Background: an optimization exercise with open tools, aiming at small area, a short achievable clock period and few clock cycles. Do not read the settings as production practice. Function was checked by simulation only, so behaviour that the tests miss may differ from the original. Power figures rest on the tool's default switching activity, not on a simulated workload.

## codma_top
module codma_top(
    input  logic                         clk_i,
    input  logic                         reset_n_i,
    input  logic                         start_i,
    input  logic [codma_pkg::ADDR_W-1:0] task_pointer_i,
    input  logic [codma_pkg::ADDR_W-1:0] status_pointer_i,
    output logic                         busy_o,
    output logic                         irq_o,
    output logic                         bus_req_o,
    output logic                         bus_we_o,
    output logic [codma_pkg::ADDR_W-1:0] bus_addr_o,
    output logic [codma_pkg::DATA_W-1:0] bus_wdata_o,
    input  logic [codma_pkg::DATA_W-1:0] bus_rdata_i,
    input  logic                         bus_ack_i,
    input  logic                         bus_error_i
);
Size in the first run: about 970 cells after synthesis, about 370 flip-flops.
==> flow/config.mk <==
export PLATFORM = sky130hd
export DESIGN_NAME = codma_top
export DESIGN_NICKNAME = codma_top
export VERILOG_FILES = /design/flow/design.v
export SDC_FILE = /design/flow/constraint.sdc
export NUM_CORES = 4
export LEC_CHECK = 0
export CAP_MARGIN = 20
export CORE_MARGIN = 2
export CORE_UTILIZATION = 70
export SETUP_SLACK_MARGIN = 3.6
export SLEW_MARGIN = 20
export BUFFER_PORTS_ARGS = -buffer_cell sky130_fd_sc_hd__buf_1
export CTS_ARGS = -sink_clustering_enable -repair_clock_nets -dont_use_dummy_load -sink_clustering_size 16 -sink_clustering_max_diameter 80 -buf_list sky130_fd_sc_hd__clkbuf_8
==> flow/constraint.sdc <==
create_clock -name core_clock -period 6.0 [get_ports {clk_i}]
set_input_delay 1.2000 -clock core_clock [delete_from_list [all_inputs] [get_ports {clk_i}]]
set_output_delay 1.2000 -clock core_clock [all_outputs]
set_load 0.01 [all_outputs]
standard.sh (not shown) runs the stock make flow with config.mk's settings and CLKGATE_MAP_FILE= SYNTH_SCRIPT=/design/flow/synth_recipe.tcl, a recipe that flattens the netlist after the stock synthesis.
==> flow/flow/run.sh <==
#!/bin/bash
# The standard layout (the standard.sh) with two changes: every port is buffered with
# sky130_fd_sc_hd__buf_1 instead of the cell buffer_ports picks by itself, and clock tree
# synthesis inserts no dummy loads and uses the clustering below. The make output goes to
# standard.log in this folder.
set -euo pipefail
cat >> config.mk <<'EOC'
export BUFFER_PORTS_ARGS = -buffer_cell sky130_fd_sc_hd__buf_1
export CTS_ARGS = -sink_clustering_enable -repair_clock_nets -dont_use_dummy_load -sink_clustering_size 16 -sink_clustering_max_diameter 80 -buf_list sky130_fd_sc_hd__clkbuf_8
EOC
bash standard.sh > standard.log 2>&1
The baseline completed without violations.
Testbench counts at the start, summed over its fixed seeds: cycles 33,685.
Rerun with:
- CORE_UTILIZATION: 70 -> 55
- PLACE_DENSITY: default -> 0.75
Clock power hardly moves.
Non-clock buffer count falls by 5.
Count of clock-buffer cells in the layout is unchanged.
Rerun with:
- CORE_UTILIZATION: 55 -> 70
- PLACE_DENSITY: 0.75 -> default
- SETUP_SLACK_MARGIN: 3.6 -> 3.7
Final area climbs by 2.8%.
Power climbs by 3.8%.
Sequential power went down by about 1%.
Cell count came out lower by 2.0%.
Fmax grows by 2.3%.
Utilization increases by 20 points.
Clock-buffer cell count does not change.

Setup of run A:
Another version of the RTL of codma_top (not shown whole).
Size in the first run: ~1100 cells after synthesis, ~170 I/O pins.
==> flow/config.mk <==
export PLATFORM = sky130hd
export DESIGN_NAME = codma_top
export DESIGN_NICKNAME = codma_top
export VERILOG_FILES = /design/flow/design.v
export SDC_FILE = /design/flow/constraint.sdc
export NUM_CORES = 4
export LEC_CHECK = 0
export CAP_MARGIN = 20
export CORE_MARGIN = 2
export CORE_UTILIZATION = 55
export SETUP_SLACK_MARGIN = 3.3
export SLEW_MARGIN = 20
==> flow/constraint.sdc <==
create_clock -name core_clock -period 6.0 [get_ports {clk_i}]
set_input_delay 1.2000 -clock core_clock [delete_from_list [all_inputs] [get_ports {clk_i}]]
set_output_delay 1.2000 -clock core_clock [all_outputs]
set_load 0.01 [all_outputs]
run.sh (not shown) runs the stock make flow with config.mk's settings and CLKGATE_MAP_FILE= SYNTH_SCRIPT=/design/flow/synth_recipe.tcl, a recipe that flattens the netlist after the stock synthesis.
Stock flow here: none of the scripts above is used.
Testbench counts of run A, summed over its fixed seeds: cycles 33,685.
[inputs] run B vs run A
==> flow/flow/run.sh (new file) <==
#!/bin/bash
# The standard layout (the standard.sh) with two changes: every port is buffered with
# sky130_fd_sc_hd__buf_1 instead of the cell buffer_ports picks by itself, and clock tree
# synthesis inserts no dummy loads. The make output goes to standard.log in this folder.
set -euo pipefail
cat >> config.mk <<'EOC'
export BUFFER_PORTS_ARGS = -buffer_cell sky130_fd_sc_hd__buf_1
export CTS_ARGS = -sink_clustering_enable -repair_clock_nets -dont_use_dummy_load
EOC
bash standard.sh > standard.log 2>&1
==> flow/standard.sh (new file) <==
#!/bin/bash
# synth_recipe.tcl (not shown) runs the flow's synth.tcl, then flattens the netlist and writes it again
# the make line also repeats each setting of config.mk as NAME=value (left out here)
make -C /OpenROAD-flow-scripts/flow DESIGN_CONFIG=/design/flow/config.mk WORK_HOME=/design/flow/orfs CLKGATE_MAP_FILE= SYNTH_SCRIPT=/design/flow/synth_recipe.tcl "${@:-finish}"
--- a/flow/config.mk
+++ b/flow/config.mk
@@ -9,4 +9,6 @@
 export CORE_MARGIN = 2
 export CORE_UTILIZATION = 55
-export SETUP_SLACK_MARGIN = 3.3
+export SETUP_SLACK_MARGIN = 3.6
 export SLEW_MARGIN = 20
+export BUFFER_PORTS_ARGS = -buffer_cell sky130_fd_sc_hd__buf_1
+export CTS_ARGS = -sink_clustering_enable -repair_clock_nets -dont_use_dummy_load
removed: flow/run.sh
Notes after the runs:
Run B vs run A — leakage power dropped about 6%. Power went down by a few percent going from run A to run B. Run B vs. run A: clock-cell share of area went down by 1.3 points. Run B ended up with reg2reg as its path type of the worst setup path; run A ended up with in2reg.
The inputs of run C differ from those of run B as listed below.
==> flow/run.sh (new file) <==
#!/bin/bash
# synth_recipe.tcl (not shown) runs the flow's synth.tcl, then flattens the netlist and writes it again
# the make line also repeats each setting of config.mk as NAME=value (left out here)
make -C /OpenROAD-flow-scripts/flow DESIGN_CONFIG=/design/flow/config.mk WORK_HOME=/design/flow/orfs CLKGATE_MAP_FILE= SYNTH_SCRIPT=/design/flow/synth_recipe.tcl finish
--- a/flow/config.mk
+++ b/flow/config.mk
@@ -11,4 +11,2 @@
 export SETUP_SLACK_MARGIN = 3.6
 export SLEW_MARGIN = 20
-export BUFFER_PORTS_ARGS = -buffer_cell sky130_fd_sc_hd__buf_1
-export CTS_ARGS = -sink_clustering_enable -repair_clock_nets -dont_use_dummy_load
removed: flow/flow/run.sh
removed: flow/standard.sh
Results
Side by side, power per standard cell area turned out lower in run C than in run B.
The higher met1 demand-to-capacity share in global routing came out of run B.
[run C] wire length per cell after detailed routing fell 2.6% relative to run B
Run C gives more fraction of area in non-clock buffers than run B did.
~same post-placement cell count in run B and run C
Via count in run C vs run B: up 119
Final cell count for run C is higher than for run B.
Cmp run B and run C / total power / higher: run C
Delta (run C minus run B): via density per instance has increased; maximum VDD drop has decreased; worst slack on hold paths has remained practically unchanged.

## v28
codma_top, a different RTL version from the one above (not shown whole).
Size: roughly 1200 cells after synthesis.
==> flow/design.v (excerpt) <==
module codma_top(
    input  logic                         clk_i,
    input  logic                         reset_n_i,
    input  logic                         start_i,
    input  logic [codma_pkg::ADDR_W-1:0] task_pointer_i,
    input  logic [codma_pkg::ADDR_W-1:0] status_pointer_i,
    output logic                         busy_o,
    output logic                         irq_o,
    output logic                         bus_req_o,
    output logic                         bus_we_o,
    output logic [codma_pkg::ADDR_W-1:0] bus_addr_o,
    output logic [codma_pkg::DATA_W-1:0] bus_wdata_o,
    input  logic [codma_pkg::DATA_W-1:0] bus_rdata_i,
    input  logic                         bus_ack_i,
    input  logic                         bus_error_i
);
clock: 6.0 ns
lec_check: 0
cap_margin: 20
core_margin: 2
core_utilization: 40
slew_margin: 20
Stock flow here: none of the scripts above is used.
Testbench counts of v28, summed over its fixed seeds: cycles 33,685.
[inputs] v10 vs v28
-- flow/config.mk --
<<< v28, line 10
export CORE_UTILIZATION = 40
export SLEW_MARGIN = 20
>>> v10, line 10
export CORE_UTILIZATION = 40
export SETUP_SLACK_MARGIN = 3.0
export SLEW_MARGIN = 20
Notes after the runs:
v10 | status: complete | timing, DRC, antenna: pass
The global-route usage was comparable across v10 and v28.
v10 ended with more total length of routed met2 wires than v28.
~same worst slack on hold paths in v10 and v28
Higher buffer and inverter count on the worst path goes to v28 over v10.
v28 → v10: combinational cell fraction of total power went up; clock network fraction of total power went up; HPWL reported at the end of detailed placement went down.
Minimum clock period after layout: v10 better than v28
Row count came out exactly the same in v10 and v28.
Any difference in combined flip-flop and latch cell area between v28 and v10 is small enough to ignore.

RTL: one of the versions met above, not the one the previous note started from.
Size: about 970 cells after synthesis, roughly 370 flip-flops, roughly 170 I/O pins, ~14000 µm² of cells after synthesis.
clock: 6.0 ns
lec_check: 0
cap_margin: 20
core_margin: 2
core_utilization: 55
place_density: 0.85
setup_slack_margin: 3.6
slew_margin: 20
buffer_ports_args: -buffer_cell sky130_fd_sc_hd__buf_1
cts_args: -sink_clustering_enable -repair_clock_nets -dont_use_dummy_load -sink_clustering_size 16 -sink_clustering_max_diameter 80 -buf_list sky130_fd_sc_hd__clkbuf_8
standard.sh (not shown) runs the stock make flow with config.mk's settings and CLKGATE_MAP_FILE= SYNTH_SCRIPT=/design/flow/synth_recipe.tcl, a recipe that flattens the netlist after the stock synthesis.
==> flow/flow/run.sh <==
#!/bin/bash
# The standard layout (the standard.sh) with two changes: every port is buffered with
# sky130_fd_sc_hd__buf_1 instead of the cell buffer_ports picks by itself, and clock tree
# synthesis inserts no dummy loads and uses the clustering below. The make output goes to
# standard.log in this folder.
set -euo pipefail
cat >> config.mk <<'EOC'
export BUFFER_PORTS_ARGS = -buffer_cell sky130_fd_sc_hd__buf_1
export CTS_ARGS = -sink_clustering_enable -repair_clock_nets -dont_use_dummy_load -sink_clustering_size 16 -sink_clustering_max_diameter 80 -buf_list sky130_fd_sc_hd__clkbuf_8
EOC
bash standard.sh > standard.log 2>&1
Testbench counts at the start, summed over its fixed seeds: cycles 33,685.
Next try:
--- a/flow/flow/run.sh
+++ b/flow/flow/run.sh
@@ -8,3 +8,3 @@
 export BUFFER_PORTS_ARGS = -buffer_cell sky130_fd_sc_hd__buf_1
-export CTS_ARGS = -sink_clustering_enable -repair_clock_nets -dont_use_dummy_load -sink_clustering_size 16 -sink_clustering_max_diameter 80 -buf_list sky130_fd_sc_hd__clkbuf_8
+export CTS_ARGS = -sink_clustering_enable -repair_clock_nets -dont_use_dummy_load 
 EOC
--- a/flow/config.mk
+++ b/flow/config.mk
@@ -10,3 +10,2 @@
 export CORE_UTILIZATION = 55
-export PLACE_DENSITY = 0.85
 export SETUP_SLACK_MARGIN = 3.6
@@ -14,2 +13,2 @@
 export BUFFER_PORTS_ARGS = -buffer_cell sky130_fd_sc_hd__buf_1
-export CTS_ARGS = -sink_clustering_enable -repair_clock_nets -dont_use_dummy_load -sink_clustering_size 16 -sink_clustering_max_diameter 80 -buf_list sky130_fd_sc_hd__clkbuf_8
+export CTS_ARGS = -sink_clustering_enable -repair_clock_nets -dont_use_dummy_load 
Outcome: Setup slack is worse by 0.010 ns. Fmax fell by 0.42%. Clock power is higher by 78%. Non-clock buffer count is higher by 32. Synthesized area does not change. Die area is unchanged. First-iteration DRC count goes down by 49%.
Next try:
--- a/flow/flow/run.sh
+++ b/flow/flow/run.sh
@@ -8,3 +8,3 @@
 export BUFFER_PORTS_ARGS = -buffer_cell sky130_fd_sc_hd__buf_1
-export CTS_ARGS = -sink_clustering_enable -repair_clock_nets -dont_use_dummy_load 
+export CTS_ARGS = -sink_clustering_enable -repair_clock_nets -dont_use_dummy_load -sink_clustering_size 16 -sink_clustering_max_diameter 80 -buf_list sky130_fd_sc_hd__clkbuf_8
 EOC
--- a/flow/config.mk
+++ b/flow/config.mk
@@ -9,3 +9,4 @@
 export CORE_MARGIN = 2
-export CORE_UTILIZATION = 55
+export CORE_UTILIZATION = 65
+export PLACE_DENSITY = 0.75
 export SETUP_SLACK_MARGIN = 3.6
@@ -13,2 +14,2 @@
 export BUFFER_PORTS_ARGS = -buffer_cell sky130_fd_sc_hd__buf_1
-export CTS_ARGS = -sink_clustering_enable -repair_clock_nets -dont_use_dummy_load 
+export CTS_ARGS = -sink_clustering_enable -repair_clock_nets -dont_use_dummy_load -sink_clustering_size 16 -sink_clustering_max_diameter 80 -buf_list sky130_fd_sc_hd__clkbuf_8
The new run produced a clean layout. Cell count drops by 6.1%. Synthesized cell count stays the same. Global-route usage climbs by 2.5 points.
Next try:
--- a/flow/config.mk
+++ b/flow/config.mk
@@ -9,4 +9,3 @@
 export CORE_MARGIN = 2
-export CORE_UTILIZATION = 65
-export PLACE_DENSITY = 0.75
+export CORE_UTILIZATION = 55
 export SETUP_SLACK_MARGIN = 3.6
The new run finished clean.
Non-clock buffer count came out lower by 5.
Worst hold slack loses 0.0041 ns.
Clock skew is about the same.
Die area climbs by 18%.
Cell area barely changes.
First-iteration DRC count shrinks by about 17%.
Core utilization goes down by 12 points.
Final cell count rose by 3.6%.
Power went up by about 0.4%.

[re-timing with driven ports]
No port has a modelled driver above. Below, the same layouts with a new extraction and two added sets of constraints. Step 1: set_driving_cell puts a clkbuf_16 on clk_i and a buf_2 on each other input, an assumption about the parent block. Step 2 moves the port delays by t, midway between the first and last clock arrival at a register: inputs arrive t later, outputs are due t later. That takes back most of the time a late clock gives input paths. a / b / c = ideal ports / drivers / drivers and shift; a / b = the first two.
run	shift t [ns]	slack for setup (ns)	worst setup path after step 2	worst slew at a driven data input, ns
the first run of note 1	0.600	3.619 / 3.595 / 3.018	input to register	0.06
the second run of note 1	0.606	3.640 / 3.595 / 3.058	input to register	0.04
the third run of note 1	0.601	3.692 / 3.673 / 3.118	input to register	0.05
run A	0.565	3.327 / 3.282 / 2.764	input to register	0.08
run B	0.542	3.531 / 3.531 / 3.018	input to register	0.15
run C	0.570	3.608 / 3.558 / 3.034	input to register	0.08
v28	0.574	2.326 / 2.313 / 1.739	input to register	0.09
v10	0.583	3.047 / 3.047 / 2.493	input to register	0.08
the first run of note 4	0.599	3.581 / 3.597 / 2.998	input to register	0.05
the second run of note 4	0.555	3.570 / 3.574 / 3.042	input to register	0.06
the third run of note 4	0.597	3.608 / 3.597 / 3.033	input to register	0.06
the fourth run of note 4	0.599	3.601 / 3.609 / 3.019	input to register	0.06
After both steps every run listed still meets setup and hold. For the first run of note 1, which loses most, drivers alone change the setup slack by -0.024 ns; drivers and shift together by -0.601 ns.
